This is an optimization exercise on Yosys and OpenROAD, whose aim is small area, a short achievable clock period and few clock cycles per item, not a production implementation. Function was checked by simulation only, so behaviour that the tests miss may differ from the original. No activity file was given, so power comes from the tool's default toggle rates.

run 1:
// burst_interval_monitor
module burst_interval_monitor (
   input  wire logic                             clock,
   input  wire logic                             reset,
   input  wire logic                             req_tvalid,
   output logic                                  req_tready,
   input  wire logic [bim_pkg::REQ_DATA_W-1:0]   req_tdata,
   input  wire logic [bim_pkg::REQ_USER_W-1:0]   req_tuser,
   output logic                                  rsp_tvalid,
   input  wire logic                             rsp_tready,
   output logic [bim_pkg::RSP_DATA_W-1:0]        rsp_tdata,
   output logic [bim_pkg::RSP_USER_W-1:0]        rsp_tuser,
   input  wire logic                             csr_we,
   input  wire logic [bim_pkg::CSR_IDX_W-1:0]    csr_index,
   input  wire logic [bim_pkg::CFG_W-1:0]        csr_wdata
);
Size: ~4400 cells after synthesis, ~620 flip-flops, about 250 I/O pins.
==> flow/config.mk <==
export PLATFORM = sky130hd
export DESIGN_NAME = burst_interval_monitor
export DESIGN_NICKNAME = burst_interval_monitor
export VERILOG_FILES = /design/flow/design.v
export SDC_FILE = /design/flow/constraint.sdc
export NUM_CORES = 4
export LEC_CHECK = 0
export ABC_AREA = 1
export CAP_MARGIN = 5
export CORE_MARGIN = 2
export CORE_UTILIZATION = 55
export GPL_ROUTABILITY_DRIVEN = 0
export SETUP_SLACK_MARGIN = 0.4
export SLEW_MARGIN = 5
==> flow/constraint.sdc <==
create_clock -name core_clock -period 6.0 [get_ports {clock}]
set_input_delay 1.2000 -clock core_clock [delete_from_list [all_inputs] [get_ports {clock}]]
set_output_delay 1.2000 -clock core_clock [all_outputs]
set_load 0.01 [all_outputs]
run.sh (not shown) runs the stock make flow with config.mk's settings and CLKGATE_MAP_FILE= SYNTH_SCRIPT=/design/flow/synth_recipe.tcl, a recipe that flattens the netlist after the stock synthesis.
Testbench counts of run 1, summed over its fixed seeds: cycles 2,536, items 2,424.
Edits applied to the flow inputs when going from run 1 to run 2:
Settings: SETUP_SLACK_MARGIN now 0.3, was 0.4; CORE_UTILIZATION now 48, was 55.
[compare] base=run 1 new=run 2: number of buffer and inverter stages on the critical path grew by 3; cell count of the worst reg-to-reg path decreased about 5.4%; worst path setup slack after routing moved down; final-layout non-clock buffer area share up 0.30 points; wire length up 1.8%. Largest voltage drop on the vdd net (run 2 over run 1): decrease, 5.2%. Relative to run 1, the largest stage delay on the critical path of run 2 is lower by 0.07 ns. From run 1 to run 2, netlist area before placement did not move at all.
Relative to run 2, the following input files were edited for run 3:
Settings: CORE_UTILIZATION now 55, was 48; GPL_TIMING_DRIVEN now 1, previously not set.
### Flow results
Run 3 vs. run 2: met1 capacity usage during global routing shows an increase of 5.2 points; smallest setup slack after layout up 0.19 ns; share of power burned in combinational logic saw a decrease. Delta (run 3 minus run 2): via count saw little to no change, non-clock buffer count saw a decrease, largest fanout of any net on the critical path saw an increase. Relative to run 2, the post-layout instance count excluding filler cells measured on run 3 has decreased by a few percent. For the utilization, run 3 came in 7.7 points higher than run 2 did.
Edits applied to the flow inputs when going from run 3 to run 4:
Settings: SETUP_SLACK_MARGIN changed from 0.3 to 0.2; GPL_TIMING_DRIVEN removed (was 1).
--- outcome ---
- Run 4 and run 3 ended up with nearly the same via count normalized by instance count.
- Run 3 → run 4: setup slack lost 0.10 ns; share of the final layout cell area in multi-input gates did not really move; global-route usage over all layers stayed essentially flat.
- Run 4 against run 3; first-iteration DRC count is up slightly.
- Between run 3 and run 4, the area added between synthesis and finish figures differ only marginally.
- Compared with run 3, run 4 shows a lower total inserted antenna cells.
Modified inputs, run 5 compared to run 4
Settings: changing SETUP_SLACK_MARGIN from 0.2 to 0.3.
### Flow results
- Looking only at maximum achievable frequency, and setting everything else aside, the higher value of run 4 and run 5 goes to run 5.
- Any difference in leakage power total between run 5 and run 4 is small enough to ignore.
- Changes observed in run 5 relative to run 4: number of enable flip-flop cells after synthesis has remained practically unchanged, aggregate routed wire length has remained practically unchanged, cell count has remained practically unchanged.
- When run 5 is measured against run 4, its final critical-path share of the clock period turns out 1.7 points lower.
- Between run 5 and run 4, the multi-input logic cell count figures differ only marginally.
- Diff run 4 -> run 5: worst-case vdd ir drop stayed essentially flat; sequential cell area share stayed essentially flat.

---

## the previous run
burst_interval_monitor, a different RTL version from the one above (not shown whole).
For scale: about 4300 cells after synthesis, roughly 620 flip-flops, about 0.037 sq mm of cells after synthesis.
make LEC_CHECK=0 ABC_AREA=1 CAP_MARGIN=5 CORE_MARGIN=2 CORE_UTILIZATION=55 GPL_ROUTABILITY_DRIVEN=0 SETUP_SLACK_MARGIN=0.6 SLEW_MARGIN=5 finish   # period 6.0 ns
The previous run reached the final stage; the timing, design-rule and antenna checks on its layout passed.
Testbench counts of the previous run, summed over its fixed seeds: cycles 2,536, items 2,424.
Modified inputs, the current run compared to the previous run
Settings: SETUP_SLACK_MARGIN changed from 0.6 to 0.3.
Notes after the runs:
Per the final summary, the previous run finished and its layout is clean on timing, DRC and antenna.
The current run: done, clean on timing, DRC and antenna
Mean instance size in the synthesized netlist of the current run is on par with the previous run.
The current run -> the previous run: clock network fraction of total power flat
The total design power on the current run is in line with that on the previous run.
The post-route worst setup slack of the current run was inferior to that of the previous run.
Global-route usage over all layers across the previous run and the current run: no real change.
The post-route clock period utilization reported for the current run is greater than that of the previous run by 1.8 points.
The routed wire length of the current run is lower than that of the previous run.
The current run vs the previous run — sequential share of layout area rose 0.24 points.

## what the ideal ports hide
The flow's constraints put no driver on any port. The routed layouts listed below were extracted and timed again, unchanged, in two steps.
Step 1 (the two cells are an assumption about what drives the block):
set clk [get_ports {clock}]
set_driving_cell -lib_cell sky130_fd_sc_hd__clkbuf_16 $clk
set_driving_cell -lib_cell sky130_fd_sc_hd__buf_2 [delete_from_list [all_inputs] $clk]
Step 2 times the ports against the registers' clock, not the clock port: input delays grow and output delays shrink by t, the midpoint of the rising clock arrivals with the driver on.
a / b / c = no drivers / after step 1 / after step 2; a / b = the first two.
run	t, ns	setup slack, ns	worst setup path after step 2	cell pins on the clock port's net
run 1	0.679	0.406 / 0.338 / 0.126	input to register	1
run 2	0.679	0.254 / 0.186 / 0.068	input to register	1
run 3	0.678	0.446 / 0.379 / 0.055	input to register	1
run 4	0.676	0.341 / 0.274 / 0.046	input to register	1
run 5	0.678	0.446 / 0.379 / 0.055	input to register	1
the previous run	0.696	0.224 / 0.159 / 0.190	input to register	1
the current run	0.694	0.117 / 0.051 / 0.182	input to register	1
After both steps every run listed still meets setup and hold.
